This design comes from an exercise in tuning for small area on the open sky130 flow, not from production work.
Function was checked by simulation only, so behaviour that the tests miss may differ from the original.

`design/flow/design.v`:
```
package cordic_pkg;
  localparam int NSTAGES_DEF = 11;
endpackage
module cc_xor (input logic a, input logic b, output logic y);
  assign y = a ^ b;
endmodule
module cc_xnor (input logic a, input logic b, output logic y);
  assign y = ~(a ^ b);
endmodule
module cc_nand (input logic a, input logic b, output logic y);
  assign y = ~(a & b);
endmodule
module cc_nand2b (input logic an, input logic b, output logic y);
  assign y = ~(~an & b);
endmodule
module cc_fa (input logic a, input logic b, input logic c, output logic s, output logic co);
  assign s  = a ^ b ^ c;
  assign co = (a & (b | c)) | (b & c);
endmodule
module cordic_add #(parameter int N = 18, parameter bit INVB = 1'b0, parameter int NFA = 0) (
  input  logic [N-1:0] a,
  input  logic [N-1:0] b,
  input  logic         ci,
  output logic [N-1:0] s,
  output logic         co
);
  logic [N:0]   c;
  logic [N-1:0] bb;
  assign c[0] = ci;
  assign bb = INVB ? ~b : b;
  for (genvar i = 0; i < N; i++) begin : g_bit
    if (i < NFA) begin : g_fa
      cc_fa u_fa (.a(a[i]), .b(bb[i]), .c(c[i]), .s(s[i]), .co(c[i+1]));
    end else begin : g_nand
      logic p, ng, t;
      if (INVB) begin : g_inv
        cc_xnor   u_p (.a(a[i]), .b(b[i]), .y(p));
        cc_nand2b u_g (.an(b[i]), .b(a[i]), .y(ng));
      end else begin : g_pos
        cc_xor    u_p (.a(a[i]), .b(b[i]), .y(p));
        cc_nand   u_g (.a(a[i]), .b(b[i]), .y(ng));
      end
      cc_nand u_t (.a(p), .b(c[i]), .y(t));
      cc_nand u_c (.a(ng), .b(t), .y(c[i+1]));
      cc_xor  u_s (.a(p), .b(c[i]), .y(s[i]));
    end
  end
  assign co = c[N];
endmodule
module cordic
(
  input  logic               clk,
  input  logic               reset,
  input  logic               enable,
  input  logic signed [30:0] i_xval,
  input  logic signed [30:0] i_yval,
  input  logic        [11:0] i_phase,
  output logic signed [31:0] o_xval,
  output logic signed [31:0] o_yval
);
  logic [3:0] cnt;
  always_ff @(posedge clk) begin
    if (reset) cnt <= '0;
    else if (enable && cnt != 4'd12) cnt <= cnt + 4'd1;
  end
  logic [31:0] ax, ay;
  logic [1:0]  aq;
  logic [9:0]  ap;
  logic        qd_x, qd_y, mi_x, mi_y;
  assign qd_x = (i_phase[11:10] == 2'd2);
  assign qd_y = (i_phase[11:10] == 2'd1);
  always_comb begin
    case ({i_phase[11:10], ~i_phase[9]})
      3'd0: {mi_x, mi_y} = 2'b01;
      3'd1: {mi_x, mi_y} = 2'b10;
      3'd2: {mi_x, mi_y} = 2'b11;
      3'd3: {mi_x, mi_y} = 2'b00;
      3'd4: {mi_x, mi_y} = 2'b10;
      3'd5: {mi_x, mi_y} = 2'b01;
      3'd6: {mi_x, mi_y} = 2'b00;
      3'd7: {mi_x, mi_y} = 2'b11;
      default: {mi_x, mi_y} = 2'b00;
    endcase
  end
  always_ff @(posedge clk) begin
    if (enable) begin
      ax <= ({i_xval[30], i_xval} - {31'd0, qd_x}) ^ {32{mi_x}};
      ay <= ({i_yval[30], i_yval} - {31'd0, qd_y}) ^ {32{mi_y}};
      aq <= i_phase[11:10];
      ap <= i_phase[9:0];
    end
  end
  logic        n1;
  logic        c_x, c_y, dx;
  logic signed [15:0] r1, r2;
  assign r1 = {2'b00, ap, 4'b0000} - 16'd8192;
  assign n1 = r1[15];
  assign r2 = n1 ? r1 + 16'sd4836 : r1 - 16'sd4836;
  always_comb begin
    case ({aq, n1})
      3'd0: {c_x, c_y, dx} = 3'b100;
      3'd1: {c_x, c_y, dx} = 3'b011;
      3'd2: {c_x, c_y, dx} = 3'b111;
      3'd3: {c_x, c_y, dx} = 3'b000;
      3'd4: {c_x, c_y, dx} = 3'b010;
      3'd5: {c_x, c_y, dx} = 3'b101;
      3'd6: {c_x, c_y, dx} = 3'b001;
      3'd7: {c_x, c_y, dx} = 3'b110;
      default: {c_x, c_y, dx} = 3'b000;
    endcase
  end
  logic [14:0] hxl, hyl, hyt;
  logic        hxc, hyc;
  cordic_add #(.NFA(4), .N(15), .INVB(1'b0)) u_p0xl (.a(ax[14:0]), .b(ay[14:0]), .ci(c_x), .s(hxl), .co(hxc));
  cordic_add #(.NFA(4), .N(15), .INVB(1'b1)) u_p0yl (.a(ax[14:0]), .b(ay[14:0]), .ci(c_y), .s(hyt), .co(hyc));
  assign hyl = hyt ^ {15{dx}};
  logic [17:3] xl1, yl1;   
  logic [17:2] xl2, yl2;   
  logic [17:0] xl [3:11];
  logic [17:0] yl [3:11];
  logic [16:0] xh [0:10];
  logic [16:0] yh [0:10];
  logic        cx [1:11];
  logic        cy [1:11];
  logic        nr [1:10];    
  logic        fd [2:11];    
  logic [11:0] rs1;   
  logic [0:0] dk2;   
  logic [10:0] rs2;   
  logic [1:0] dk3;   
  logic [9:0] rs3;   
  logic [2:0] dk4;   
  logic [7:0] rs4;   
  logic [4:0] dk5;   
  logic [3:0] dk6;   
  logic [2:0] dk7;   
  logic [1:0] dk8;   
  logic [0:0] dk9;   
  logic        m_dx;   
  always_ff @(posedge clk) begin
    if (enable) begin
      xl1 <= hxl;
      yl1 <= hyl;
      cx[1] <= hxc;
      cy[1] <= hyc;
      xh[0] <= ax[31:15];
      yh[0] <= ay[31:15];
      m_dx  <= dx;
      nr[1] <= n1;
      rs1   <= r2[13:2];
    end
  end
  logic [16:0] xh1n, yh1n;
  logic [16:0] yh1t;
  cordic_add #(.NFA(4), .N(17), .INVB(1'b0)) u_p0xh (.a(xh[0]), .b(yh[0]), .ci(cx[1]), .s(xh1n), .co());
  cordic_add #(.NFA(4), .N(17), .INVB(1'b1)) u_p0yh (.a(xh[0]), .b(yh[0]), .ci(cy[1]), .s(yh1t), .co());
  assign yh1n = yh1t ^ {17{m_dx}};
  logic [17:2] xl1s, yl1s, xl1a, yl1n;
  logic        xl1c, yl1c;
  assign xl1s = {xh1n[0], xl1[17:3]};
  assign yl1s = {yh1n[0], yl1[17:3]};
  cordic_add #(.NFA(4), .N(16), .INVB(1'b1)) u_xl1 (.a({xl1, nr[1]}), .b(yl1s), .ci(1'b1), .s(xl1a), .co(xl1c));
  cordic_add #(.NFA(4), .N(16), .INVB(1'b0)) u_yl1 (.a({yl1, 1'b0}), .b(xl1s), .ci(nr[1]), .s(yl1n), .co(yl1c));
  logic signed [13:0] rv1_2;
  assign rv1_2 = {rs1, 2'd0};
  logic signed [14:0] rv1_3;
  assign rv1_3 = rv1_2[13] ? rv1_2 + 15'sd2555 : rv1_2 - 15'sd2555;
  logic signed [15:0] rv1_4;
  assign rv1_4 = rv1_3[14] ? rv1_3 + 16'sd1297 : rv1_3 - 16'sd1297;
  logic nn1, ff1;
  assign nn1 = rv1_2[13];
  assign ff1 = nr[1] ^ nn1;
  always_ff @(posedge clk) begin
    if (enable) begin
      xl2 <= xl1a ^ {16{ff1}};
      yl2 <= yl1n;
      cx[2] <= xl1c;
      cy[2] <= yl1c;
      xh[1] <= xh1n;
      yh[1] <= yh1n;
      fd[2] <= ff1;
      nr[2] <= nn1;
      dk2 <= {rv1_3[14]};
      rs2 <= rv1_4[11:1];
    end
  end
  logic [16:0] xh2n, yh2n, xh2s, yh2s, xh2a;
  logic signed [16:0] xh2q, yh2q;
  assign xh2q = xh[1];
  assign yh2q = yh[1];
  assign xh2s = xh2q >>> 1;
  assign yh2s = yh2q >>> 1;
  cordic_add #(.NFA(4), .N(17), .INVB(1'b1)) u_xh2 (.a(xh[1]), .b(yh2s), .ci(cx[2]), .s(xh2a), .co());
  cordic_add #(.NFA(4), .N(17), .INVB(1'b0)) u_yh2 (.a(yh[1]), .b(xh2s), .ci(cy[2]), .s(yh2n), .co());
  assign xh2n = xh2a ^ {17{fd[2]}};
  logic [17:0] xl2s, yl2s, xl2a, yl2n;
  logic        xl2c, yl2c;
  assign xl2s = {xh2n[1:0], xl2};
  assign yl2s = {yh2n[1:0], yl2};
  cordic_add #(.NFA(4), .N(18), .INVB(1'b1)) u_xl2 (.a({xl2, {2{nr[2]}}}), .b(yl2s), .ci(1'b1), .s(xl2a), .co(xl2c));
  cordic_add #(.NFA(4), .N(18), .INVB(1'b0)) u_yl2 (.a({yl2, 2'b00}), .b(xl2s), .ci(nr[2]), .s(yl2n), .co(yl2c));
  logic signed [11:0] rv2_4;
  assign rv2_4 = {rs2, 1'd0};
  logic signed [12:0] rv2_5;
  assign rv2_5 = rv2_4[11] ? rv2_4 + 13'sd651 : rv2_4 - 13'sd651;
  logic signed [13:0] rv2_6;
  assign rv2_6 = rv2_5[12] ? rv2_5 + 14'sd326 : rv2_5 - 14'sd326;
  logic nn2, ff2;
  assign nn2 = dk2[0];
  assign ff2 = nr[2] ^ nn2;
  always_ff @(posedge clk) begin
    if (enable) begin
      xl[3] <= xl2a ^ {18{ff2}};
      yl[3] <= yl2n;
      cx[3] <= xl2c;
      cy[3] <= yl2c;
      xh[2] <= xh2n;
      yh[2] <= yh2n;
      fd[3] <= ff2;
      nr[3] <= nn2;
      dk3 <= {rv2_5[12], rv2_4[11]};
      rs3 <= rv2_6[9:0];
    end
  end
  logic [16:0] xh3n, yh3n, xh3s, yh3s, xh3a;
  logic signed [16:0] xh3q, yh3q;
  assign xh3q = xh[2];
  assign yh3q = yh[2];
  assign xh3s = xh3q >>> 2;
  assign yh3s = yh3q >>> 2;
  cordic_add #(.NFA(4), .N(17), .INVB(1'b1)) u_xh3 (.a(xh[2]), .b(yh3s), .ci(cx[3]), .s(xh3a), .co());
  cordic_add #(.NFA(4), .N(17), .INVB(1'b0)) u_yh3 (.a(yh[2]), .b(xh3s), .ci(cy[3]), .s(yh3n), .co());
  assign xh3n = xh3a ^ {17{fd[3]}};
  logic [17:0] xl3s, yl3s, xl3a, yl3n;
  logic        xl3c, yl3c;
  assign xl3s = {xh3n[2:0], xl[3][17:3]};
  assign yl3s = {yh3n[2:0], yl[3][17:3]};
  cordic_add #(.NFA(4), .N(18), .INVB(1'b1)) u_xl3 (.a(xl[3]), .b(yl3s), .ci(1'b1), .s(xl3a), .co(xl3c));
  cordic_add #(.NFA(4), .N(18), .INVB(1'b0)) u_yl3 (.a(yl[3]), .b(xl3s), .ci(nr[3]), .s(yl3n), .co(yl3c));
  logic signed [9:0] rv3_6;
  assign rv3_6 = rs3;
  logic signed [10:0] rv3_7;
  assign rv3_7 = rv3_6[9] ? rv3_6 + 11'sd163 : rv3_6 - 11'sd163;
  logic signed [11:0] rv3_8;
  assign rv3_8 = rv3_7[10] ? rv3_7 + 12'sd81 : rv3_7 - 12'sd81;
  logic nn3, ff3;
  assign nn3 = dk3[0];
  assign ff3 = nr[3] ^ nn3;
  always_ff @(posedge clk) begin
    if (enable) begin
      xl[4] <= xl3a ^ {18{ff3}};
      yl[4] <= yl3n;
      cx[4] <= xl3c;
      cy[4] <= yl3c;
      xh[3] <= xh3n;
      yh[3] <= yh3n;
      fd[4] <= ff3;
      nr[4] <= nn3;
      dk4 <= {rv3_7[10], rv3_6[9], dk3[1]};
      rs4 <= rv3_8[7:0];
    end
  end
  logic [16:0] xh4n, yh4n, xh4s, yh4s, xh4a;
  logic signed [16:0] xh4q, yh4q;
  assign xh4q = xh[3];
  assign yh4q = yh[3];
  assign xh4s = xh4q >>> 3;
  assign yh4s = yh4q >>> 3;
  cordic_add #(.NFA(4), .N(17), .INVB(1'b1)) u_xh4 (.a(xh[3]), .b(yh4s), .ci(cx[4]), .s(xh4a), .co());
  cordic_add #(.NFA(4), .N(17), .INVB(1'b0)) u_yh4 (.a(yh[3]), .b(xh4s), .ci(cy[4]), .s(yh4n), .co());
  assign xh4n = xh4a ^ {17{fd[4]}};
  logic [17:0] xl4s, yl4s, xl4a, yl4n;
  logic        xl4c, yl4c;
  assign xl4s = {xh4n[3:0], xl[4][17:4]};
  assign yl4s = {yh4n[3:0], yl[4][17:4]};
  cordic_add #(.NFA(4), .N(18), .INVB(1'b1)) u_xl4 (.a(xl[4]), .b(yl4s), .ci(1'b1), .s(xl4a), .co(xl4c));
  cordic_add #(.NFA(4), .N(18), .INVB(1'b0)) u_yl4 (.a(yl[4]), .b(xl4s), .ci(nr[4]), .s(yl4n), .co(yl4c));
  logic signed [7:0] rv4_8;
  assign rv4_8 = rs4;
  logic signed [8:0] rv4_9;
  assign rv4_9 = rv4_8[7] ? rv4_8 + 9'sd41 : rv4_8 - 9'sd41;
  logic signed [9:0] rv4_10;
  assign rv4_10 = rv4_9[8] ? rv4_9 + 10'sd20 : rv4_9 - 10'sd20;
  logic nn4, ff4;
  assign nn4 = dk4[0];
  assign ff4 = nr[4] ^ nn4;
  always_ff @(posedge clk) begin
    if (enable) begin
      xl[5] <= xl4a ^ {18{ff4}};
      yl[5] <= yl4n;
      cx[5] <= xl4c;
      cy[5] <= yl4c;
      xh[4] <= xh4n;
      yh[4] <= yh4n;
      fd[5] <= ff4;
      nr[5] <= nn4;
      dk5 <= {rv4_10[9], rv4_9[8], rv4_8[7], dk4[2], dk4[1]};
    end
  end
  logic [16:0] xh5n, yh5n, xh5s, yh5s, xh5a;
  logic signed [16:0] xh5q, yh5q;
  assign xh5q = xh[4];
  assign yh5q = yh[4];
  assign xh5s = xh5q >>> 4;
  assign yh5s = yh5q >>> 4;
  cordic_add #(.NFA(4), .N(17), .INVB(1'b1)) u_xh5 (.a(xh[4]), .b(yh5s), .ci(cx[5]), .s(xh5a), .co());
  cordic_add #(.NFA(4), .N(17), .INVB(1'b0)) u_yh5 (.a(yh[4]), .b(xh5s), .ci(cy[5]), .s(yh5n), .co());
  assign xh5n = xh5a ^ {17{fd[5]}};
  logic [17:0] xl5s, yl5s, xl5a, yl5n;
  logic        xl5c, yl5c;
  assign xl5s = {xh5n[4:0], xl[5][17:5]};
  assign yl5s = {yh5n[4:0], yl[5][17:5]};
  cordic_add #(.NFA(4), .N(18), .INVB(1'b1)) u_xl5 (.a(xl[5]), .b(yl5s), .ci(1'b1), .s(xl5a), .co(xl5c));
  cordic_add #(.NFA(4), .N(18), .INVB(1'b0)) u_yl5 (.a(yl[5]), .b(xl5s), .ci(nr[5]), .s(yl5n), .co(yl5c));
  logic nn5, ff5;
  assign nn5 = dk5[0];
  assign ff5 = nr[5] ^ nn5;
  always_ff @(posedge clk) begin
    if (enable) begin
      xl[6] <= xl5a ^ {18{ff5}};
      yl[6] <= yl5n;
      cx[6] <= xl5c;
      cy[6] <= yl5c;
      xh[5] <= xh5n;
      yh[5] <= yh5n;
      fd[6] <= ff5;
      nr[6] <= nn5;
      dk6 <= {dk5[4], dk5[3], dk5[2], dk5[1]};
    end
  end
  logic [16:0] xh6n, yh6n, xh6s, yh6s, xh6a;
  logic signed [16:0] xh6q, yh6q;
  assign xh6q = xh[5];
  assign yh6q = yh[5];
  assign xh6s = xh6q >>> 5;
  assign yh6s = yh6q >>> 5;
  cordic_add #(.NFA(4), .N(17), .INVB(1'b1)) u_xh6 (.a(xh[5]), .b(yh6s), .ci(cx[6]), .s(xh6a), .co());
  cordic_add #(.NFA(4), .N(17), .INVB(1'b0)) u_yh6 (.a(yh[5]), .b(xh6s), .ci(cy[6]), .s(yh6n), .co());
  assign xh6n = xh6a ^ {17{fd[6]}};
  logic [17:0] xl6s, yl6s, xl6a, yl6n;
  logic        xl6c, yl6c;
  assign xl6s = {xh6n[5:0], xl[6][17:6]};
  assign yl6s = {yh6n[5:0], yl[6][17:6]};
  cordic_add #(.NFA(4), .N(18), .INVB(1'b1)) u_xl6 (.a(xl[6]), .b(yl6s), .ci(1'b1), .s(xl6a), .co(xl6c));
  cordic_add #(.NFA(4), .N(18), .INVB(1'b0)) u_yl6 (.a(yl[6]), .b(xl6s), .ci(nr[6]), .s(yl6n), .co(yl6c));
  logic nn6, ff6;
  assign nn6 = dk6[0];
  assign ff6 = nr[6] ^ nn6;
  always_ff @(posedge clk) begin
    if (enable) begin
      xl[7] <= xl6a ^ {18{ff6}};
      yl[7] <= yl6n;
      cx[7] <= xl6c;
      cy[7] <= yl6c;
      xh[6] <= xh6n;
      yh[6] <= yh6n;
      fd[7] <= ff6;
      nr[7] <= nn6;
      dk7 <= {dk6[3], dk6[2], dk6[1]};
    end
  end
  logic [16:0] xh7n, yh7n, xh7s, yh7s, xh7a;
  logic signed [16:0] xh7q, yh7q;
  assign xh7q = xh[6];
  assign yh7q = yh[6];
  assign xh7s = xh7q >>> 6;
  assign yh7s = yh7q >>> 6;
  cordic_add #(.NFA(4), .N(17), .INVB(1'b1)) u_xh7 (.a(xh[6]), .b(yh7s), .ci(cx[7]), .s(xh7a), .co());
  cordic_add #(.NFA(4), .N(17), .INVB(1'b0)) u_yh7 (.a(yh[6]), .b(xh7s), .ci(cy[7]), .s(yh7n), .co());
  assign xh7n = xh7a ^ {17{fd[7]}};
  logic [17:0] xl7s, yl7s, xl7a, yl7n;
  logic        xl7c, yl7c;
  assign xl7s = {xh7n[6:0], xl[7][17:7]};
  assign yl7s = {yh7n[6:0], yl[7][17:7]};
  cordic_add #(.NFA(4), .N(18), .INVB(1'b1)) u_xl7 (.a(xl[7]), .b(yl7s), .ci(1'b1), .s(xl7a), .co(xl7c));
  cordic_add #(.NFA(4), .N(18), .INVB(1'b0)) u_yl7 (.a(yl[7]), .b(xl7s), .ci(nr[7]), .s(yl7n), .co(yl7c));
  logic nn7, ff7;
  assign nn7 = dk7[0];
  assign ff7 = nr[7] ^ nn7;
  always_ff @(posedge clk) begin
    if (enable) begin
      xl[8] <= xl7a ^ {18{ff7}};
      yl[8] <= yl7n;
      cx[8] <= xl7c;
      cy[8] <= yl7c;
      xh[7] <= xh7n;
      yh[7] <= yh7n;
      fd[8] <= ff7;
      nr[8] <= nn7;
      dk8 <= {dk7[2], dk7[1]};
    end
  end
  logic [16:0] xh8n, yh8n, xh8s, yh8s, xh8a;
  logic signed [16:0] xh8q, yh8q;
  assign xh8q = xh[7];
  assign yh8q = yh[7];
  assign xh8s = xh8q >>> 7;
  assign yh8s = yh8q >>> 7;
  cordic_add #(.NFA(4), .N(17), .INVB(1'b1)) u_xh8 (.a(xh[7]), .b(yh8s), .ci(cx[8]), .s(xh8a), .co());
  cordic_add #(.NFA(4), .N(17), .INVB(1'b0)) u_yh8 (.a(yh[7]), .b(xh8s), .ci(cy[8]), .s(yh8n), .co());
  assign xh8n = xh8a ^ {17{fd[8]}};
  logic [17:0] xl8s, yl8s, xl8a, yl8n;
  logic        xl8c, yl8c;
  assign xl8s = {xh8n[7:0], xl[8][17:8]};
  assign yl8s = {yh8n[7:0], yl[8][17:8]};
  cordic_add #(.NFA(4), .N(18), .INVB(1'b1)) u_xl8 (.a(xl[8]), .b(yl8s), .ci(1'b1), .s(xl8a), .co(xl8c));
  cordic_add #(.NFA(4), .N(18), .INVB(1'b0)) u_yl8 (.a(yl[8]), .b(xl8s), .ci(nr[8]), .s(yl8n), .co(yl8c));
  logic nn8, ff8;
  assign nn8 = dk8[0];
  assign ff8 = nr[8] ^ nn8;
  always_ff @(posedge clk) begin
    if (enable) begin
      xl[9] <= xl8a ^ {18{ff8}};
      yl[9] <= yl8n;
      cx[9] <= xl8c;
      cy[9] <= yl8c;
      xh[8] <= xh8n;
      yh[8] <= yh8n;
      fd[9] <= ff8;
      nr[9] <= nn8;
      dk9 <= {dk8[1]};
    end
  end
  logic [16:0] xh9n, yh9n, xh9s, yh9s, xh9a;
  logic signed [16:0] xh9q, yh9q;
  assign xh9q = xh[8];
  assign yh9q = yh[8];
  assign xh9s = xh9q >>> 8;
  assign yh9s = yh9q >>> 8;
  cordic_add #(.NFA(4), .N(17), .INVB(1'b1)) u_xh9 (.a(xh[8]), .b(yh9s), .ci(cx[9]), .s(xh9a), .co());
  cordic_add #(.NFA(4), .N(17), .INVB(1'b0)) u_yh9 (.a(yh[8]), .b(xh9s), .ci(cy[9]), .s(yh9n), .co());
  assign xh9n = xh9a ^ {17{fd[9]}};
  logic [17:0] xl9s, yl9s, xl9a, yl9n;
  logic        xl9c, yl9c;
  assign xl9s = {xh9n[8:0], xl[9][17:9]};
  assign yl9s = {yh9n[8:0], yl[9][17:9]};
  cordic_add #(.NFA(4), .N(18), .INVB(1'b1)) u_xl9 (.a(xl[9]), .b(yl9s), .ci(1'b1), .s(xl9a), .co(xl9c));
  cordic_add #(.NFA(4), .N(18), .INVB(1'b0)) u_yl9 (.a(yl[9]), .b(xl9s), .ci(nr[9]), .s(yl9n), .co(yl9c));
  logic nn9, ff9;
  assign nn9 = dk9[0];
  assign ff9 = nr[9] ^ nn9;
  always_ff @(posedge clk) begin
    if (enable) begin
      xl[10] <= xl9a ^ {18{ff9}};
      yl[10] <= yl9n;
      cx[10] <= xl9c;
      cy[10] <= yl9c;
      xh[9] <= xh9n;
      yh[9] <= yh9n;
      fd[10] <= ff9;
      nr[10] <= nn9;
    end
  end
  logic [16:0] xh10n, yh10n, xh10s, yh10s, xh10a;
  logic signed [16:0] xh10q, yh10q;
  assign xh10q = xh[9];
  assign yh10q = yh[9];
  assign xh10s = xh10q >>> 9;
  assign yh10s = yh10q >>> 9;
  cordic_add #(.NFA(4), .N(17), .INVB(1'b1)) u_xh10 (.a(xh[9]), .b(yh10s), .ci(cx[10]), .s(xh10a), .co());
  cordic_add #(.NFA(4), .N(17), .INVB(1'b0)) u_yh10 (.a(yh[9]), .b(xh10s), .ci(cy[10]), .s(yh10n), .co());
  assign xh10n = xh10a ^ {17{fd[10]}};
  logic [17:0] xl10s, yl10s, xl10a, yl10n;
  logic        xl10c, yl10c;
  assign xl10s = {xh10n[9:0], xl[10][17:10]};
  assign yl10s = {yh10n[9:0], yl[10][17:10]};
  cordic_add #(.NFA(4), .N(18), .INVB(1'b1)) u_xl10 (.a(xl[10]), .b(yl10s), .ci(1'b1), .s(xl10a), .co(xl10c));
  cordic_add #(.NFA(4), .N(18), .INVB(1'b0)) u_yl10 (.a(yl[10]), .b(xl10s), .ci(nr[10]), .s(yl10n), .co(yl10c));
  logic ff10;
  assign ff10 = nr[10];   
  always_ff @(posedge clk) begin
    if (enable) begin
      xl[11] <= xl10a ^ {18{ff10}};
      yl[11] <= yl10n;
      cx[11] <= xl10c;
      cy[11] <= yl10c;
      xh[10] <= xh10n;
      yh[10] <= yh10n;
      fd[11] <= ff10;
    end
  end
  logic [16:0] xh11s, yh11s, xh11a, xh11n, yh11n;
  logic signed [16:0] xh11q, yh11q;
  assign xh11q = xh[10];
  assign yh11q = yh[10];
  assign xh11s = xh11q >>> 10;
  assign yh11s = yh11q >>> 10;
  cordic_add #(.NFA(0), .N(17), .INVB(1'b1)) u_xh11 (.a(xh[10]), .b(yh11s), .ci(cx[11]), .s(xh11a), .co());
  cordic_add #(.NFA(0), .N(17), .INVB(1'b0)) u_yh11 (.a(yh[10]), .b(xh11s), .ci(cy[11]), .s(yh11n), .co());
  assign xh11n = xh11a ^ {17{fd[11]}};
  logic [15:0] rxl, ryl;
  logic [16:0] rxh, ryh;
  assign rxl = {1'b0, xl[11][17:3]} + {15'd0, xl[11][2]};
  assign ryl = {1'b0, yl[11][17:3]} + {15'd0, yl[11][2]};
  assign rxh = xh11n + {16'd0, rxl[15]};
  assign ryh = yh11n + {16'd0, ryl[15]};
  always_ff @(posedge clk) begin
    if (reset) begin
      o_xval <= '0;
      o_yval <= '0;
    end else if (enable) begin
      if (cnt == 4'd12) begin
        o_xval <= {rxh, rxl[14:0]};
        o_yval <= {ryh, ryl[14:0]};
      end else begin
        o_xval <= '0;
        o_yval <= '0;
      end
    end
  end
endmodule
```
`design/flow/flow/run.sh`:
```
#!/bin/bash
# The standard layout, with the port buffers made from the smallest buffer
# cell instead of the default delay buffer.  Each ORFS step writes its own log
# under orfs/logs; the make output goes to standard.log.
set -euo pipefail
export BUFFER_PORTS_ARGS="-buffer_cell sky130_fd_sc_hd__buf_1"
bash standard.sh > standard.log 2>&1
```
`design/flow/standard.sh`:
```
#!/bin/bash
# synth_recipe.tcl (not shown) runs the flow's synth.tcl, then flattens the netlist and writes it again
# the make line also repeats each setting of config.mk as NAME=value (left out here)
make -C /OpenROAD-flow-scripts/flow DESIGN_CONFIG=/design/flow/config.mk WORK_HOME=/design/flow/orfs CLKGATE_MAP_FILE= SYNTH_SCRIPT=/design/flow/synth_recipe.tcl "${@:-finish}"
```
`design/flow/config.mk`:
```
export PLATFORM = sky130hd
export DESIGN_NAME = cordic
export DESIGN_NICKNAME = cordic
export VERILOG_FILES = /design/flow/design.v
export SDC_FILE = /design/flow/constraint.sdc
export NUM_CORES = 4
export LEC_CHECK = 0
export CAP_MARGIN = 20
export CORE_MARGIN = 2
export CORE_UTILIZATION = 55
export CTS_BUF_LIST = sky130_fd_sc_hd__clkbuf_16
export CTS_CLUSTER_DIAMETER = 90
export CTS_CLUSTER_SIZE = 24
export SLEW_MARGIN = 20
export SYNTH_HIERARCHICAL = 1
export SYNTH_MINIMUM_KEEP_SIZE = 0
```
`design/flow/constraint.sdc`:
```
create_clock -name core_clock -period 5.0 [get_ports {clk}]
set_input_delay 1.0000 -clock core_clock [delete_from_list [all_inputs] [get_ports {clk}]]
set_output_delay 1.0000 -clock core_clock [all_outputs]
set_load 0.01 [all_outputs]
```
==> notes.md, run 1 <==
* Diodes inserted at 0
* Vias in the first global route at 33500
* Core region area at 109000 sq um
* Worst EP arrival at 4.99 ns
* Final GP Congestion at 0.819
* Final hold slack at 0.422 ns
* Cell count after synthesis at 5537
* CTS Root Cell: clkbuf_16
* Cts bufs inserted at 52
* CTS H-tree lvls at 2
* CP Class: register to register
* Die H at 336 um
* Unrepaired setup endpoints after global routing: no
* DR WL/cell at 15.0 um
* Setup violators final at 0
* Most common cell after layout, fill and taps aside: nand2_1
* Starting Density at 55.6%
* Most frequent cells in the layout: nand2_1, xor2_1, edfxtp_1
* Status: finished clean
* Busiest grt layer: met2
* Maxcap violations at 0
* # nets final at 6025
* Final period utilization at 91.4%
* Met2 global-route usage at 37.2%
* Worst-skew pair later-pin latency at 0.66 ns
* DRT Wirelength at 107000 um
* Vias/cell at 4.84
* First-pass GRT wire length at 173000 um
* Layout area overhead at 6.90%
* Hold Crit Class: register to register
* CP endpoint kind: register
* Setup TNS at 0 ns
* R2R cell count at 32
* Clock Path Buffers at 3
* Total GRT Usage at 19.4%
* Clk sinks at 1002
* Die Width at 336 um
* Row count at 121
* Die ar. at 113000 sq um
* Fmax at 219 MHz
* Drt first-iter violations at 1416
* Final Critical Period at 4.57 ns
* Total gr overflow at 0
* GR Util met1 at 22.9%
* Mapped Area at 60600 sq um
* Max-Slew Margin vs Limit at 36.1%
* Post-CTS sizing at 0
* Port Buffer Count at 140
* Most frequent CP cell: nand2_1
* Hold path start: dk3[1]
* Register clock-pin slew on the reported worst setup and hold paths at 0.10 ns
* Worst Setup SP: xl[8][0]
* DPL Wire Length at 84800 um
* CTS tree: built
* Largest net degree at the start of global routing at 157
* # hold bufs at CTS at 0
* Slew @ Worst Pin at 0.956 ns
* Vias after detailed routing at 34700
* Required time of the critical path at 5.42 ns
* Layout cells sized above 1 at 2.63%
* R2r setup slk at 0.43 ns
* Reg-to-Reg Start: xl[8][0]
* Final Hold Violating Endpoints at 0
* Max-slew violations at 0
* Met3 Resource Use GR at 1.88%
* # IOs at 141
* Post-route cell area at 64700 sq um
* Reg-to-reg endpoint: xl[9][17]
* Initial antenna violation count at 0
* Crit-path max cell delay at 0.45 ns
* Final Skew at 0.0288 ns
* DR DRC count at 0
* TritonRoute pass-1 iters at 5
* Startpoint types: register
* Slowest-stage cell, CP: fa_1
* Placed Area at 63100 sq um
* Synth warn at 23
* Crit path max fanout at 2
* Avg Inst Size Synth at 10.9 sq um
* Antenna Violating Nets Remaining at 0
* End point of the critical path: xl[9][17]
* Setup Buffers After CTS at 0
-- worst max-delay path: cells and delay by family, from the launching register on --
family | cells | cell delay [ns]
flops | 1 | 0.44
fa+ha+maj | 4 | 1.63
simple gates | 26 | 1.91
xor+xnor | 2 | 0.32
-- state kept, by name, indices dropped and copies added (netlist names), 4 cells and up --
register and count:
ap 10, cnt 4, fd 10, rs1 11, ax 32, xh 187, yl1 15, xl 160
rs2 11, xl2 16, xl1 15, o_yval 32, cx 11, dk6 4, rs3 9, rs4 7
dk5 5, cy 11, yl 160, o_xval 32, nr 10, yh 187, ay 32, yl2 16
-- final cells by class --
| class | instances | area (sq um) |
|---|---|---|
| clock buffers | 53 | 1330 |
| clock inverters | 33 | 270 |
| fillers | 9121 | 44300 |
| inverters | 142 | 533 |
| multi-input cells | 4331 | 30500 |
| flip-flops and latches | 1002 | 29400 |
| well taps | 1414 | 1770 |
| repair buffers | 183 | 928 |
-- metrics by stage --
stage / setup WS (ns) / utilization (%) / cells
finish: 0.432 / 59.4 / 7158
global route: 0.0173 / 59.4 / 7158
CTS: 0.412 / 59.4 / 7158
detailed placement: 0.431 / 57.9 / 7072
global placement: 0.481 / 57.9 / 7072
floorplan: 0.782 / - / 5548
-- how the worst min path moves through the flow --
stage / slack (ns) / cells after the start / endpoint
final: 0.42 / 0 / dk4[0]
after global routing: 0.43 / 0 / yh[0][6]
after CTS: 0.42 / 0 / dk4[0]
after detailed placement: 0.40 / 0 / yh[0][0]
after global placement: 0.40 / 0 / xh[0][8]
after floorplan: 0.40 / 0 / dk4[0]
-- routing by layer --
metal,vias up,share of wire [%]
met2,330,54
met1,15900,41
li1,18400,-
met4,0,2.7
met3,117,2.3
met5,-,0
==> run 2: changes to the inputs <==
--- a/design/flow/config.mk
+++ b/design/flow/config.mk
@@ -7,7 +7,7 @@
 export LEC_CHECK = 0
 export CAP_MARGIN = 20
 export CORE_MARGIN = 2
-export CORE_UTILIZATION = 55
+export CORE_UTILIZATION = 70
 export CTS_BUF_LIST = sky130_fd_sc_hd__clkbuf_16
 export CTS_CLUSTER_DIAMETER = 90
 export CTS_CLUSTER_SIZE = 24
==> run 2 against run 1 <==
Net effect: worst hold slack got worse by 0.0076 ns; die area fell by 21%; critical path type unchanged; largest cell class unchanged; critical endpoint is now yl[9][17]; core utilization rose by 16 points; sequential share of layout area rose by 0.35 points; still clean on timing, DRC and antenna; cell count fell by 3.9%.
==> notes.md, run 2 <==
* DRT Wirelength at 106000 um (-1.4%)
* Hold Crit Class: register to register
* Slew @ Worst Pin at 1.04 ns (+0.0880 ns)
* # nets final at 6020 (-0.083%)
* CP Class: register to register
* Antenna Violating Nets Remaining at 0 (unchanged)
* Diodes inserted at 0 (unchanged)
* Starting Density at 70.9% (+15 points)
* Worst-skew pair later-pin latency at 0.64 ns (-0.02 ns)
* Maxcap violations at 0 (unchanged)
* Largest net degree at the start of global routing at 167 (+6.4%)
* Slowest-stage cell, CP: edfxtp_1
* Fill count at 5916 (-35%)
* Most frequent cells in the layout: nand2_1, xor2_1, edfxtp_1
* Worst EP arrival at 4.98 ns (about the same)
* Mapped Area at 60600 sq um (unchanged)
* # IOs at 141 (unchanged)
* Fin util at 75.2% (+16 points)
* Max-Slew Margin vs Limit at 30.4% (-5.6 points)
* Most frequent CP cell: nand2_1
* Final Skew at 0.0337 ns (+0.00483 ns)
* Die H at 298 um (-11%)
* Synth warn at 23 (unchanged)
* R2R cell count at 31 (-3.1%)
* # hold bufs at CTS at 0 (unchanged)
* Most common cell after layout, fill and taps aside: nand2_1
* Vias in the first global route at 35300 (+5.4%)
* Cell count after synthesis at 5537 (unchanged)
* Cts bufs inserted at 49 (-5.8%)
* TritonRoute pass-1 iters at 5 (unchanged)
* DPL Wire Length at 82500 um (-2.7%)
* Clock Path Buffers at 3 (unchanged)
* Largest regs: xh (187), yh (187)
* Die Width at 298 um (-11%)
* Setup TNS at 0 ns (unchanged)
* Total GRT Usage at 24.0% (+4.6 points)
* Crit-path max cell delay at 0.49 ns (+0.04 ns)
* Pre-CTS setup slack at 0.440 ns (+0.00864 ns)
* Register clock-pin slew on the reported worst setup and hold paths at 0.09 ns (about the same)
* Startpoint types: register
* Avg Inst Size Synth at 10.9 sq um (unchanged)
* First-pass GRT wire length at 172000 um (-0.59%)
* Unrepaired setup endpoints after global routing: no
* CP endpoint kind: register
* DR DRC count at 0 (unchanged)
* Vias/cell at 5.20 (+7.4%)
* Drt first-iter violations at 1821 (+29%)
* Reg-to-reg endpoint: yl[9][17]
* CTS tree: built
* CTS H-tree lvls at 2 (unchanged)
* Slack of the critical path at 0.408 ns (-0.0237 ns)
* Row count at 107 (-12%)
* R2r setup slk at 0.41 ns (-0.02 ns)
* CTS Root Cell: clkbuf_16
* Initial antenna violation count at 0 (unchanged)
* DR WL/cell at 15.4 um (+2.6%)
* Max-slew violations at 0 (unchanged)
* Core region area at 85400 sq um (-22%)
* Reg-to-Reg Start: nr[8]
* Setup violators final at 0 (unchanged)
* Die ar. at 88900 sq um (-21%)
* Crit path max fanout at 2 (unchanged)
* Layout area overhead at 6.08%
* Vias after detailed routing at 35800 (+3.2%)
* Required time of the critical path at 5.39 ns (-0.03 ns)
* Final GP Congestion at 0.851 (+4.0%)
* Final hold slack at 0.414 ns (-0.00756 ns)
* Fmax at 218 MHz (-0.52%)
* Status: finished clean
* Setup Buffers After CTS at 0 (unchanged)
* Total gr overflow at 0 (unchanged)
* Final Hold Violating Endpoints at 0 (unchanged)
* Final Critical Period at 4.59 ns (+0.0237 ns)
* Clk sinks at 1002 (unchanged)
* Port Buffer Count at 140 (unchanged)
* Final period utilization at 91.8% (+0.47 points)
* Layout cells sized above 1 at 2.37% (-0.26 points)
* Post-CTS sizing at 0 (unchanged)
* End point of the critical path: yl[9][17]
* Worst Setup SP: nr[8]
-- run 2: cell count changes in the layout (fill, tap and decap cells not counted), sizes merged --
cell	before	now
inv	157	158
bufinv	3	1
clkbuf	55	53
clkinv	14	7
buf	181	179
-- run 2: per-stage QoR --
step                      std cells  area, sq um
after global placement         6799        62800
after global routing           6876        64200
after detailed placement       6799        62800
after CTS                      6875        64200
final                          6876        64200
after floorplan                5548        60600
-- run 2: worst min path at each step --
stage          slack [ns]  startpoint  depth (start not counted)        end
3_3_place_gp         0.40      ay[26]                          0  yh[0][11]
3_5_place_dp         0.40      ax[16]                          0   xh[0][1]
5_1_grt              0.43      ay[25]                          0  yh[0][10]
6_report             0.41      dk5[4]                          0     dk6[3]
4_1_cts              0.42      dk5[4]                          0     dk6[3]
2_1_floorplan        0.40      dk3[1]                          0     dk4[0]
-- run 2: layout make-up --
class                           count  area (sq um)  share of cell area (%)
Clock buffer                       51          1280                    1.99
Multi-Input combinational cell   4331         30500                    47.5
Sequential cell                  1002         29400                    45.8
Clock inverter                     25           159                   0.247
Tap cell                         1144          1430                    2.23
Inverter                          142           533                   0.830
Timing Repair Buffer              181           926                    1.44
-- run 2: worst max-delay path, delay by kind of cell (launching register included) --
family | cells | cell delay [ns]
XOR/XNOR | 1 | 0.16
flip-flops | 1 | 0.49
adder cells (fa/ha/maj) | 4 | 1.67
AND/OR/NAND/NOR | 26 | 2.01
-- run 2: layer usage --
| layer | vias up | GRT usage [%] | share of wire (%) |
|---|---|---|---|
| met2 | 478 | 47.6 | 56 |
| met3 | 161 | 2.11 | 2.5 |
| met5 | - | 0 | 0 |
| met4 | 0 | 6.32 | 2.5 |
| li1 | 18400 | - | - |
| met1 | 16800 | 27.3 | 39 |
==> run 3: changes to the inputs <==
--- a/design/flow/config.mk
+++ b/design/flow/config.mk
@@ -7,7 +7,7 @@
 export LEC_CHECK = 0
 export CAP_MARGIN = 20
 export CORE_MARGIN = 2
-export CORE_UTILIZATION = 70
+export CORE_UTILIZATION = 40
 export CTS_BUF_LIST = sky130_fd_sc_hd__clkbuf_16
 export CTS_CLUSTER_DIAMETER = 90
 export CTS_CLUSTER_SIZE = 24
==> run 3 against run 2 <==
Net effect: sequential share of layout area fell by 1.0 points; core utilization fell by 31 points; clock skew rose by 0.078 ns; global-route usage fell by 11 points; flip-flop and latch count did not move; cell area rose by 2.2%.
==> notes.md, run 3 <==
* Area of the multi-input gates at 30500 sq um (about the same)
* DPL Wire Length at 79700 um (-3.4%)
* Maxcap violations at 0 (unchanged)
* Post-CTS sizing at 0 (unchanged)
* Worst EP arrival at 4.98 ns (about the same)
* Worst-skew pair later-pin latency at 0.74 ns (+0.10 ns)
* Initial antenna violation count at 0 (unchanged)
* Final period utilization at 92.2% (+0.32 points)
* R2r setup slk at 0.39 ns (-0.02 ns)
* Largest net degree at the start of global routing at 155 (-7.2%)
* Status: finished clean
* Layout area overhead at 8.46%
* DR WL/cell at 12.7 um (-17%)
* Clk sinks at 1002 (unchanged)
* Hold path start: dk5[2]
* Required time of the critical path at 5.37 ns (-0.02 ns)
* Clock Path Buffers at 3 (unchanged)
* Setup TNS at 0 ns (unchanged)
* Largest regs: xh (187), yh (187)
* Startpoint types: register
* Most common cell after layout, fill and taps aside: nand2_1
* Final Skew at 0.111 ns (+0.0776 ns)
* # nets final at 6028 (+0.13%)
* Antenna Violating Nets Remaining at 0 (unchanged)
* Vias/cell at 4.40 (-15%)
* Slowest-stage cell, CP: edfxtp_1
* Die Width at 393 um (+32%)
* CTS tree: built
* Total gr overflow at 0 (unchanged)
* DR DRC count at 0 (unchanged)
* Die H at 393 um (+32%)
* Setup violators final at 0 (unchanged)
* Cell count after synthesis at 5537 (unchanged)
* Sequential cell area at 29400 sq um (unchanged)
* Total GRT Usage at 13.1% (-11 points)
* Max-slew violations at 0 (unchanged)
* Unrepaired setup endpoints after global routing: no
* Vias in the first global route at 33900 (-4.1%)
* Reg-to-reg endpoint: yl[11][17]
* Crit path max fanout at 3 (+1)
* CP endpoint kind: register
* Final Hold Violating Endpoints at 0 (unchanged)
* Final hold slack at 0.397 ns (-0.0169 ns)
* Max-Slew Margin vs Limit at 28.1% (-2.3 points)
* R2R cell count at 31 (unchanged)
* CTS Root Cell: clkbuf_16
* Hold Crit Class: register to register
* Most frequent cells in the layout: nand2_1, xor2_1, edfxtp_1
* Slew @ Worst Pin at 1.08 ns (+0.0343 ns)
* Vias after detailed routing at 34100 (-4.6%)
* Final Critical Period at 4.61 ns (+0.0160 ns)
* Crit-path max cell delay at 0.46 ns (-0.03 ns)
* Core region area at 150000 sq um (+76%)
* Synth warn at 23 (unchanged)
* Register clock-pin slew on the reported worst setup and hold paths at 0.09 ns (about the same)
* Mapped Area at 60600 sq um (unchanged)
* WHS Path Cells at 0 (unchanged)
* First-pass GRT wire length at 165000 um (-4.2%)
* # hold bufs at CTS at 0 (unchanged)
* CTS H-tree lvls at 2 (unchanged)
* Setup Buffers After CTS at 0 (unchanged)
* Die ar. at 155000 sq um (+74%)
* Fmax at 217 MHz (-0.35%)
* Fin util at 43.8% (-31 points)
* Row count at 142 (+33%)
* DRT Wirelength at 98800 um (-6.4%)
* WHS Endpoint: dk6[1]
* Diodes inserted at 0 (unchanged)
* Port Buffer Count at 140 (unchanged)
* # IOs at 141 (unchanged)
* Most frequent CP cell: nand2_1
* Avg Inst Size Synth at 10.9 sq um (unchanged)
* Reg-to-Reg Start: xl[10][10]
* Layout cells sized above 1 at 2.73% (+0.36 points)
* Drt first-iter violations at 1024 (-44%)
* Fill count at 14200 (+140%)
* TritonRoute pass-1 iters at 5 (unchanged)
* Final GP Congestion at 0.821 (-3.5%)
* Cts bufs inserted at 55 (+12%)
* CP Class: register to register
* Starting Density at 40.3% (-31 points)
run 3: worst max-delay path: cells and delay by family, from the launching register on:
kind,cells,cell delay [ns]
xor+xnor,1,0.22
fa+ha+maj,4,1.68
flops,1,0.46
simple gates,26,1.90
run 3: layout make-up:
type | instances | share of cell area (%)
multi-input cells | 4331 | 46.4
flip-flops and latches | 1002 | 44.8
well taps | 2016 | 3.84
clock buffers | 56 | 2.13
repair buffers | 183 | 1.47
inverters | 142 | 0.811
clock inverters | 32 | 0.531
run 3: worst max path at each step:
stage / start / end / depth (start not counted)
2_1_floorplan: ap[9] / yl1[17] / 29
3_3_place_gp: xl[10][10] / yl[11][17] / 31
3_5_place_dp: xl[10][10] / yl[11][17] / 31
4_1_cts: xl[10][10] / yl[11][17] / 31
5_1_grt: yl[7][7] / xl[8][17] / 33
6_report: xl[10][10] / yl[11][17] / 31
run 3: stage by stage:
step,instances,setup WS (ns),cell area (sq um)
after detailed placement,7673,0.386,63900
final,7762,0.392,65700
after global routing,7762,0.0142,65700
after global placement,7673,0.355,63900
after CTS,7761,0.251,65700
after floorplan,5548,0.782,60600
run 3: routing by layer:
metal / track usage (%) / share of wire, % / vias to the layer above
li1: - / - / 18400
met1: 13.2 / 38 / 15300
met2: 26.8 / 56 / 320
met3: 1.49 / 2.3 / 164
met4: 4.98 / 3.9 / 0
met5: 0 / 0 / -
==> run 4: changes to the inputs <==
--- a/design/flow/config.mk
+++ b/design/flow/config.mk
@@ -7,10 +7,10 @@
 export LEC_CHECK = 0
 export CAP_MARGIN = 20
 export CORE_MARGIN = 2
-export CORE_UTILIZATION = 40
+export CORE_UTILIZATION = 55
 export CTS_BUF_LIST = sky130_fd_sc_hd__clkbuf_16
-export CTS_CLUSTER_DIAMETER = 90
-export CTS_CLUSTER_SIZE = 24
+export CTS_CLUSTER_DIAMETER = 80
+export CTS_CLUSTER_SIZE = 28
 export SLEW_MARGIN = 20
 export SYNTH_HIERARCHICAL = 1
 export SYNTH_MINIMUM_KEEP_SIZE = 0
==> run 4 against run 3 <==
Net effect: clock skew is 0.071 ns lower; critical endpoint is now xl[9][17]; global-route usage is 6.3 points higher; critical path type unchanged; setup slack better by 0.057 ns; largest cell class unchanged; cell area is 0.97% lower; flip-flop and latch count stayed put.
==> notes.md, run 4 <==
* Vias/cell at 4.85 (+10%)
* CP endpoint kind: register
* Setup Buffers After CTS at 0 (unchanged)
* Antenna Violating Nets Remaining at 0 (unchanged)
* Drt first-iter violations at 1427 (+39%)
* Layout area overhead at 7.40%
* Sequential cell area at 29400 sq um (unchanged)
* Clock Path Buffers at 3 (unchanged)
* DRT Wirelength at 107000 um (+8.3%)
* CP Class: register to register
* Total gr overflow at 0 (unchanged)
* Area of the multi-input gates at 30500 sq um (about the same)
* DR DRC count at 0 (unchanged)
* Vias after detailed routing at 34800 (+1.8%)
* CTS H-tree lvls at 2 (unchanged)
* Largest regs: xh (187), yh (187)
* Final Hold Violating Endpoints at 0 (unchanged)
* Mapped Area at 60600 sq um (unchanged)
* Post-CTS sizing at 0 (unchanged)
* TritonRoute pass-1 iters at 5 (unchanged)
* Slowest-stage cell, CP: fa_1
* Most frequent CP cell: nand2_1
* Die Width at 336 um (-15%)
* # IOs at 141 (unchanged)
* Total GRT Usage at 19.4% (+6.3 points)
* Max-Slew Margin vs Limit at 34.0% (+5.9 points)
* Cts bufs inserted at 54 (-1.8%)
* # hold bufs at CTS at 0 (unchanged)
* Slack of the critical path at 0.449 ns (+0.0574 ns)
* Layout cells sized above 1 at 2.95% (+0.22 points)
* Core region area at 109000 sq um (-27%)
* Worst EP arrival at 4.98 ns (about the same)
* Avg Inst Size Synth at 10.9 sq um (unchanged)
* Crit path buf inv count at 0 (unchanged)
* Final GP Congestion at 0.819 (-0.32%)
* CTS tree: built
* Pre-CTS setup slack at 0.431 ns (+0.0448 ns)
* Setup violators final at 0 (unchanged)
* Hold Crit Class: register to register
* Required time of the critical path at 5.43 ns (+0.06 ns)
* Most frequent cells in the layout: nand2_1, xor2_1, edfxtp_1
* Startpoint types: register
* Critical path's top delay family: simple AND/OR/NAND/NOR gates
* Synth warn at 23 (unchanged)
* Initial antenna violation count at 0 (unchanged)
* Clk sinks at 1002 (unchanged)
* Vias in the first global route at 33600 (-0.72%)
* Cell count after synthesis at 5537 (unchanged)
* Fill count at 9120 (-36%)
* Die ar. at 113000 sq um (-27%)
* CTS Root Cell: clkbuf_16
* Non-Filler Instances at 7170 (-7.6%)
* Most common cell after layout, fill and taps aside: nand2_1
* Starting Density at 55.6% (+15 points)
* DPL Wire Length at 84800 um (+6.4%)
* Port Buffer Count at 140 (unchanged)
* Row count at 121 (-15%)
* Final Critical Period at 4.55 ns (-0.0574 ns)
* Crit-path max cell delay at 0.45 ns (about the same)
* Worst-skew pair later-pin latency at 0.70 ns (-0.04 ns)
* Post-placement cell count at 7072 (-7.8%)
* Fmax at 220 MHz (+1.3%)
* Register clock-pin slew on the reported worst setup and hold paths at 0.11 ns (+0.02 ns)
* DR WL/cell at 14.9 um (+17%)
* Unrepaired setup endpoints after global routing: no
* Setup TNS at 0 ns (unchanged)
* Crit path max fanout at 2 (-1)
* Final Skew at 0.0402 ns (-0.0710 ns)
* # nets final at 6027 (-0.017%)
* Final period utilization at 91.0% (-1.1 points)
* Largest net degree at the start of global routing at 157 (+1.3%)
* Max-slew violations at 0 (unchanged)
* Status: finished clean
* Die H at 336 um (-15%)
* Diodes inserted at 0 (unchanged)
* Slew @ Worst Pin at 0.987 ns (-0.0910 ns)
* Maxcap violations at 0 (unchanged)
* First-pass GRT wire length at 173000 um (+5.0%)
==> run 4: worst paths after layout <==
path             from         to  slack (ns)  cells past startpoint
max          xl[8][0]  xl[9][17]        0.45                     32
min            ay[16]   yh[0][1]        0.41                      0
max reg2reg  xl[8][0]  xl[9][17]        0.45                     32
min reg2reg    ay[16]   yh[0][1]        0.41                      0
==> run 4: area by class of cell <==
type / count / area share [%]
Clock inverter: 41 / 0.725
Timing Repair Buffer: 183 / 1.43
Sequential cell: 1002 / 45.2
Clock buffer: 57 / 2.19
Inverter: 142 / 0.819
Tap cell: 1414 / 2.72
Multi-Input combinational cell: 4331 / 46.9
==> run 4: routing by layer <==
metal	track usage [%]	vias up	wire, um
met4	5.89	0	3090
met2	37.0	323	57200
met1	22.8	15900	44400
met3	1.91	144	2300
met5	0	-	0
li1	-	18400	-
==> run 4: metrics by stage <==
stage	hold WS (ns)	instance area [sq um]	utilization (%)
2_1_floorplan	0.400	60600	-
3_3_place_gp	0.401	63100	57.9
3_5_place_dp	0.405	63100	57.9
4_1_cts	0.416	65000	59.7
5_1_grt	0.414	65000	59.7
6_report	0.414	65000	59.7
==> run 5: changes to the inputs <==
--- a/design/flow/design.v
+++ b/design/flow/design.v
@@ -1,5 +1,9 @@
 package cordic_pkg;
+  localparam int PW_DEF      = 12;
+  localparam int IW_DEF      = 31;
+  localparam int OW_DEF      = 32;
   localparam int NSTAGES_DEF = 11;
+  localparam int GUARD       = 3;
 endpackage
 module cc_xor (input logic a, input logic b, output logic y);
   assign y = a ^ b;
@@ -48,7 +52,12 @@
   assign co = c[N];
 endmodule
 module cordic
-(
+#(
+  parameter int PW      = cordic_pkg::PW_DEF,
+  parameter int IW      = cordic_pkg::IW_DEF,
+  parameter int OW      = cordic_pkg::OW_DEF,
+  parameter int NSTAGES = cordic_pkg::NSTAGES_DEF
+) (
   input  logic               clk,
   input  logic               reset,
   input  logic               enable,
--- a/design/flow/config.mk
+++ b/design/flow/config.mk
@@ -7,10 +7,10 @@
 export LEC_CHECK = 0
 export CAP_MARGIN = 20
 export CORE_MARGIN = 2
-export CORE_UTILIZATION = 55
+export CORE_UTILIZATION = 90
 export CTS_BUF_LIST = sky130_fd_sc_hd__clkbuf_16
-export CTS_CLUSTER_DIAMETER = 80
-export CTS_CLUSTER_SIZE = 28
+export CTS_CLUSTER_DIAMETER = 90
+export CTS_CLUSTER_SIZE = 24
 export SLEW_MARGIN = 20
 export SYNTH_HIERARCHICAL = 1
 export SYNTH_MINIMUM_KEEP_SIZE = 0
==> run 5 against run 4 <==
Net effect: the run now fails in global routing; synthesized cell count unchanged; area after synthesis did not move.
==> notes.md, run 5 <==
* DPL Wire Length at 104000 um (+22%)
* # IOs at 141 (unchanged)
* Cts bufs inserted at 47 (-13%)
* Port Buffer Count at 140 (unchanged)
* Mapped Area at 60600 sq um (unchanged)
* Worst endpoint, post-GRT repair: yl[7][17]$_DFFE_PP_/D
* # hold bufs at CTS at 0 (unchanged)
* Clk sinks at 1002 (unchanged)
* CTS Root Cell: clkbuf_16
* CTS H-tree lvls at 2 (unchanged)
* Status: stopped before the end
* Die H at 263 um (-22%)
* Last stage: global routing
* Placed Area at 62400 sq um (-1.2%)
* Clock Path Buffers at 3 (unchanged)
* Avg Inst Size Synth at 10.9 sq um (unchanged)
* Total GRT Usage at 84.9%
* Largest net degree at the start of global routing at 174
* Synth warn at 23 (unchanged)
* Row count at 95 (-21%)
* Worst_ep kind: register input
* Starting Density at 90.5% (+35 points)
* Die Width at 263 um (-22%)
* Tool Error: [ERROR GRT-0232] Routing congestion too high. Check the congestion heatmap in the GUI.
* Cell count after synthesis at 5537 (unchanged)
* Final GP Congestion at 0.893 (+9.1%)
* Total gr overflow at 552
==> run 5: how the worst min path moves through the flow <==
stage / to / cells past startpoint
after floorplan: dk4[0] / 0
after CTS: xh[0][13] / 0
after global placement: xh[0][2] / 0
after detailed placement: dk6[0] / 0
==> run 5: per-layer routing <==
metal,GRT usage (%),GRT overflow
met5,38.9,6
met4,93.5,253
met3,72.4,19
met2,98.7,270
met1,81.6,4
==> run 5: what timing repair did <==
item,CTS
setup endpoints to repair,6
pin swaps,0
endpoints found under the hold margin,0
buffers inserted,2
resized for setup,5
==> run 5: through the flow <==
stage / setup WS (ns) / utilization (%) / cells
after floorplan: 0.782 / - / 5548
after global placement: 0.560 / 93.2 / 6518
after detailed placement: 0.0535 / 93.2 / 6518
after CTS: 0.00202 / 95.2 / 6589
==> run 6: changes to the inputs <==
--- a/design/flow/config.mk
+++ b/design/flow/config.mk
@@ -7,7 +7,7 @@
 export LEC_CHECK = 0
 export CAP_MARGIN = 20
 export CORE_MARGIN = 2
-export CORE_UTILIZATION = 90
+export CORE_UTILIZATION = 70
 export CTS_BUF_LIST = sky130_fd_sc_hd__clkbuf_16
 export CTS_CLUSTER_DIAMETER = 90
 export CTS_CLUSTER_SIZE = 24
==> run 6 against run 5 <==
Net effect: now clean on timing, DRC and antenna; area after synthesis did not move; synthesized cell count is the same.
==> notes.md, run 6 <==
* Met3 wire len at 2640 um
* R2R cell count at 31
* CTS H-tree lvls at 2 (unchanged)
* Cell count after synthesis at 5537 (unchanged)
* Final Critical Period at 4.59 ns
* Reg-to-reg endpoint: yl[9][17]
* WHS Path Cells at 0
* Final period utilization at 91.8%
* Required time of the critical path at 5.39 ns
* Register clock-pin slew on the reported worst setup and hold paths at 0.09 ns
* CTS Root Cell: clkbuf_16
* Initial antenna violation count at 0
* Most common cell after layout, fill and taps aside: nand2_1
* Hold Crit Class: register to register
* Most frequent cells in the layout: nand2_1, xor2_1, edfxtp_1
* Drt first-iter violations at 1821
* Crit-path max cell delay at 0.49 ns
* Total GRT Usage at 24.0%
* Fmax at 218 MHz
* Slew @ Worst Pin at 1.04 ns
* # IOs at 141 (unchanged)
* Starting Density at 70.9% (-20 points)
* DR WL/cell at 15.4 um
* DPL Wire Length at 82500 um (-20%)
* Hold path start: dk5[4]
* Diodes inserted at 0
* Vias/cell at 5.20
* Fill count at 5916
* Setup violators final at 0
* Cts bufs inserted at 49 (+4.3%)
* CTS tree: built
* Vias in the first global route at 35300
* Setup Buffers After CTS at 0 (-2)
* Clk sinks at 1002 (unchanged)
* Highest metal used: met4
* Final GP Congestion at 0.851 (-4.7%)
* Max-Slew Margin vs Limit at 30.4%
* Worst Setup SP: nr[8]
* Avg Inst Size Synth at 10.9 sq um (unchanged)
* CP endpoint kind: register
* Met2 wire len at 58700 um
* Startpoint types: register
* Setup TNS at 0 ns
* Total gr overflow at 0
* # nets final at 6020
* Row count at 107 (+13%)
* Die H at 298 um (+13%)
* DRT Wirelength at 106000 um
* Worst EP arrival at 4.98 ns
* Crit path max fanout at 2
* Die Width at 298 um (+13%)
* DR DRC count at 0
* Largest regs: xh (187), yh (187)
* Maxcap violations at 0
* Largest net degree at the start of global routing at 167
* Port Buffer Count at 140 (unchanged)
* Post-route cell area at 64200 sq um
* Core region area at 85400 sq um
* Antenna Violating Nets Remaining at 0
* Most frequent CP cell: nand2_1
* Slowest-stage cell, CP: edfxtp_1
* Unrepaired setup endpoints after global routing: no
* Reg-to-Reg Start: nr[8]
* Mapped Area at 60600 sq um (unchanged)
* Final Hold Violating Endpoints at 0
* Synth warn at 23 (unchanged)
* WHS Endpoint: dk6[3]
* Final Skew at 0.0337 ns
* Pre-CTS setup slack at 0.440 ns (+0.386 ns)
* First-pass GRT wire length at 172000 um
* Max-slew violations at 0
* Clock Path Buffers at 3 (unchanged)
* TritonRoute pass-1 iters at 5
* Placed Area at 62800 sq um (+0.68%)
* Status: finished clean
* # hold bufs at CTS at 0 (unchanged)
* R2r setup slk at 0.41 ns
* Post-Route M1 WL at 41600 um
* Worst-skew pair later-pin latency at 0.64 ns
* Layout cells sized above 1 at 2.37%
* Slack of the critical path at 0.408 ns
* Die ar. at 88900 sq um
* Post-CTS sizing at 0 (-5)
* Vias after detailed routing at 35800
* Layout area overhead at 6.08%
* CP Class: register to register
## run 6: metal layers
layer / global-route usage (%) / up-vias
met5: 0 / -
met3: 2.11 / 161
met1: 27.3 / 16800
li1: - / 18400
met2: 47.6 / 478
met4: 6.32 / 0
## run 6: critical path: cells and delay by family (launching register included)
family / cells / cell delay, ns
DFF: 1 / 0.49
xor gates and xnor gates: 1 / 0.16
adders and majority gates: 4 / 1.67
and+or+nand+nor: 26 / 2.01
## run 6: worst max-delay path by stage
stage | endpoint | slack (ns)
after global routing | xl[8][17] | 0.04
after global placement | xl[3][17] | 0.55
final | yl[9][17] | 0.41
after CTS | xl[9][17] | 0.43
after detailed placement | xl[9][17] | 0.44
after floorplan | yl1[17] | 0.78
## run 6: through the flow
stage	hold slack (ns)	util, %	std cells
after floorplan	0.400	-	5548
after global placement	0.400	73.5	6799
after detailed placement	0.405	73.5	6799
after CTS	0.417	75.2	6875
after global routing	0.433	75.2	6876
final	0.414	75.2	6876
## run 6: final cells by class
type                       instances  area (sq um)  share of cell area, %
clock inverter                    25           159                  0.247
inverter                         142           533                  0.830
sequential                      1002         29400                   45.8
clock buffer                      51          1280                   1.99
multi-input combinational       4331         30500                   47.5
tap                             1144          1430                   2.23
timing repair buffer             181           926                   1.44
==> run 7: changes to the inputs <==
--- a/design/flow/config.mk
+++ b/design/flow/config.mk
@@ -7,7 +7,7 @@
 export LEC_CHECK = 0
 export CAP_MARGIN = 20
 export CORE_MARGIN = 2
-export CORE_UTILIZATION = 70
+export CORE_UTILIZATION = 80
 export CTS_BUF_LIST = sky130_fd_sc_hd__clkbuf_16
 export CTS_CLUSTER_DIAMETER = 90
 export CTS_CLUSTER_SIZE = 24
==> run 7 against run 6 <==
Net effect: still clean on timing, DRC and antenna; clock-buffer cell count shrank 2; worst hold slack lost 0.010 ns; first-iteration DRC count grew 12%; non-clock buffer count shrank 11; die area shrank 12%; core utilization grew 10 points.
==> notes.md, run 7 <==
* Final Hold Violating Endpoints at 0 (unchanged)
* Startpoint types: register
* Worst EP arrival at 5.05 ns (+0.07 ns)
* DRT Wirelength at 110000 um (+4.6%)
* Initial antenna violation count at 0 (unchanged)
* Slew @ Worst Pin at 1.08 ns (+0.0388 ns)
* Final period utilization at 93.7% (+1.8 points)
* Most frequent cells in the layout: nand2_1, xor2_1, edfxtp_1
* Required time of the critical path at 5.37 ns (-0.02 ns)
* Starting Density at 81.1% (+10 points)
* Register clock-pin slew on the reported worst setup and hold paths at 0.10 ns (about the same)
* Fill count at 3842 (-35%)
* Reg-to-Reg Start: xl[5][0]
* CTS H-tree lvls at 2 (unchanged)
* Most frequent CP cell: nand2_1
* Maxcap violations at 0 (unchanged)
* Slowest-stage cell, CP: fa_1
* Vias in the first global route at 37300 (+5.5%)
* First-pass GRT wire length at 178000 um (+3.6%)
* Total GRT Usage at 28.6% (+4.6 points)
* Clk sinks at 1002 (unchanged)
* Largest regs: xh (187), yh (187)
* DR DRC count at 0 (unchanged)
* Post-route cell area at 63800 sq um (-0.64%)
* Hold Crit Class: register to register
* CTS Root Cell: clkbuf_16
* CTS tree: built
* Avg Inst Size Synth at 10.9 sq um (unchanged)
* Synth warn at 23 (unchanged)
* Largest net degree at the start of global routing at 204 (+22%)
* Setup Buffers After CTS at 0 (unchanged)
* Setup violators final at 0 (unchanged)
* Final Critical Period at 4.68 ns (+0.0922 ns)
* Final hold slack at 0.404 ns (-0.0105 ns)
* # hold bufs at CTS at 0 (unchanged)
* Total gr overflow at 0 (unchanged)
* # nets final at 6008 (-0.20%)
* CP endpoint kind: register
* TritonRoute pass-1 iters at 5 (unchanged)
* Worst-skew pair later-pin latency at 0.64 ns (about the same)
* Layout cells sized above 1 at 2.07% (-0.31 points)
* Pre-CTS setup slack at 0.385 ns (-0.0549 ns)
* Vias/cell at 5.53 (+6.4%)
* CP Class: register to register
* Vias after detailed routing at 37000 (+3.3%)
* DPL Wire Length at 84100 um (+1.9%)
* Crit path max fanout at 2 (unchanged)
* Max-Slew Margin vs Limit at 27.8% (-2.6 points)
* DR WL/cell at 16.5 um (+7.7%)
* Most common cell after layout, fill and taps aside: nand2_1
* Row count at 100 (-6.5%)
* Drt first-iter violations at 2045 (+12%)
* Mapped Area at 60600 sq um (unchanged)
* Placed Area at 62500 sq um (-0.47%)
* Slack of the critical path at 0.316 ns (-0.0922 ns)
* Core region area at 74700 sq um (-13%)
* Antenna Violating Nets Remaining at 0 (unchanged)
* Cts bufs inserted at 48 (-2.0%)
* Max-slew violations at 0 (unchanged)
* Hold path start: dk4[1]
* Die H at 279 um (-6.4%)
* Final Skew at 0.0295 ns (-0.00417 ns)
* Die ar. at 77900 sq um (-12%)
* Status: finished clean
* Cell count after synthesis at 5537 (unchanged)
* Fmax at 213 MHz (-2.0%)
* Crit-path max cell delay at 0.47 ns (-0.02 ns)
* Clock Path Buffers at 3 (unchanged)
* Diodes inserted at 0 (unchanged)
* Post-CTS sizing at 0 (unchanged)
* Setup TNS at 0 ns (unchanged)
* Die Width at 279 um (-6.4%)
* Layout area overhead at 5.40%
* # IOs at 141 (unchanged)
* Port Buffer Count at 140 (unchanged)
* Worst Setup SP: xl[5][0]
* Final GP Congestion at 0.869 (+2.1%)
run 7: cell types whose count changed in the layout (fill, tap and decap cells not counted), sizes merged:
cell	change
clkinv	-3
buf	-11
inv	-8
clkbuf	-2
run 7: per-layer routing:
metal / global-route usage [%] / vias to the layer above / wire, um
met3: 2.33 / 232 / 3660
met2: 56.6 / 765 / 61700
met4: 11.1 / 0 / 4360
met5: 0 / - / 0
met1: 31.5 / 17600 / 40800
li1: - / 18300 / -
run 7: final cells by class:
cell class / instances / area, sq um / area share [%]
Multi-Input combinational cell: 4331 / 30500 / 47.8
Sequential cell: 1002 / 29400 / 46.1
Clock buffer: 49 / 1230 / 1.92
Tap cell: 969 / 1210 / 1.90
Timing Repair Buffer: 170 / 831 / 1.30
Inverter: 142 / 533 / 0.835
Clock inverter: 14 / 101 / 0.159
run 7: critical path, delay by kind of cell (launching register included):
kind	cells	cell delay (ns)
XOR/XNOR	2	0.31
AND/OR/NAND/NOR	26	1.99
adder cells (fa/ha/maj)	4	1.69
flip-flops	1	0.46
run 7: metrics by stage:
stage,util [%],cells
6_report,85.5,6677
5_1_grt,85.5,6677
4_1_cts,85.4,6675
3_5_place_dp,83.6,6612
3_3_place_gp,83.6,6611
2_1_floorplan,-,5548
run 7: final timing paths:
kind	slack (ns)	to	cells past startpoint
setup reg to reg	0.32	xl[6][17]	32
hold / removal	0.40	dk5[0]	0
setup / recovery	0.32	xl[6][17]	32
hold reg to reg	0.40	dk5[0]	0

-- separate check: timing with driven ports --
No port has a modelled driver above. Below, the same layouts with a new extraction and two added sets of constraints.
Step 1 (the two cells are an assumption about what drives the block):
set clk [get_ports {clk}]
set_driving_cell -lib_cell sky130_fd_sc_hd__clkbuf_16 $clk
set_driving_cell -lib_cell sky130_fd_sc_hd__buf_2 [delete_from_list [all_inputs] $clk]
Step 2 times the ports against the registers' clock, not the clock port: input delays grow and output delays shrink by t, the midpoint of the rising clock arrivals with the driver on.
Slacks: ideal / step 1 / step 2; pairs: ideal / step 1.
run | shift t [ns] | slack for setup (ns) | worst setup path after step 2 | slew at the worst register clock pin (ns) | worst data-port slew with drivers (ns)
run 1 | 0.718 | 0.432 / 0.432 / 0.432 | register to register | 0.10 / 0.10 | 0.05
run 2 | 0.697 | 0.408 / 0.408 / 0.408 | register to register | 0.10 / 0.10 | 0.04
run 3 | 0.756 | 0.392 / 0.392 / 0.392 | register to register | 0.10 / 0.10 | 0.06
run 4 | 0.748 | 0.449 / 0.449 / 0.449 | register to register | 0.11 / 0.11 | 0.06
run 6 | 0.697 | 0.408 / 0.408 / 0.408 | register to register | 0.10 / 0.10 | 0.04
run 7 | 0.683 | 0.316 / 0.316 / 0.316 | register to register | 0.11 / 0.11 | 0.05
After both steps every run listed still meets setup and hold.
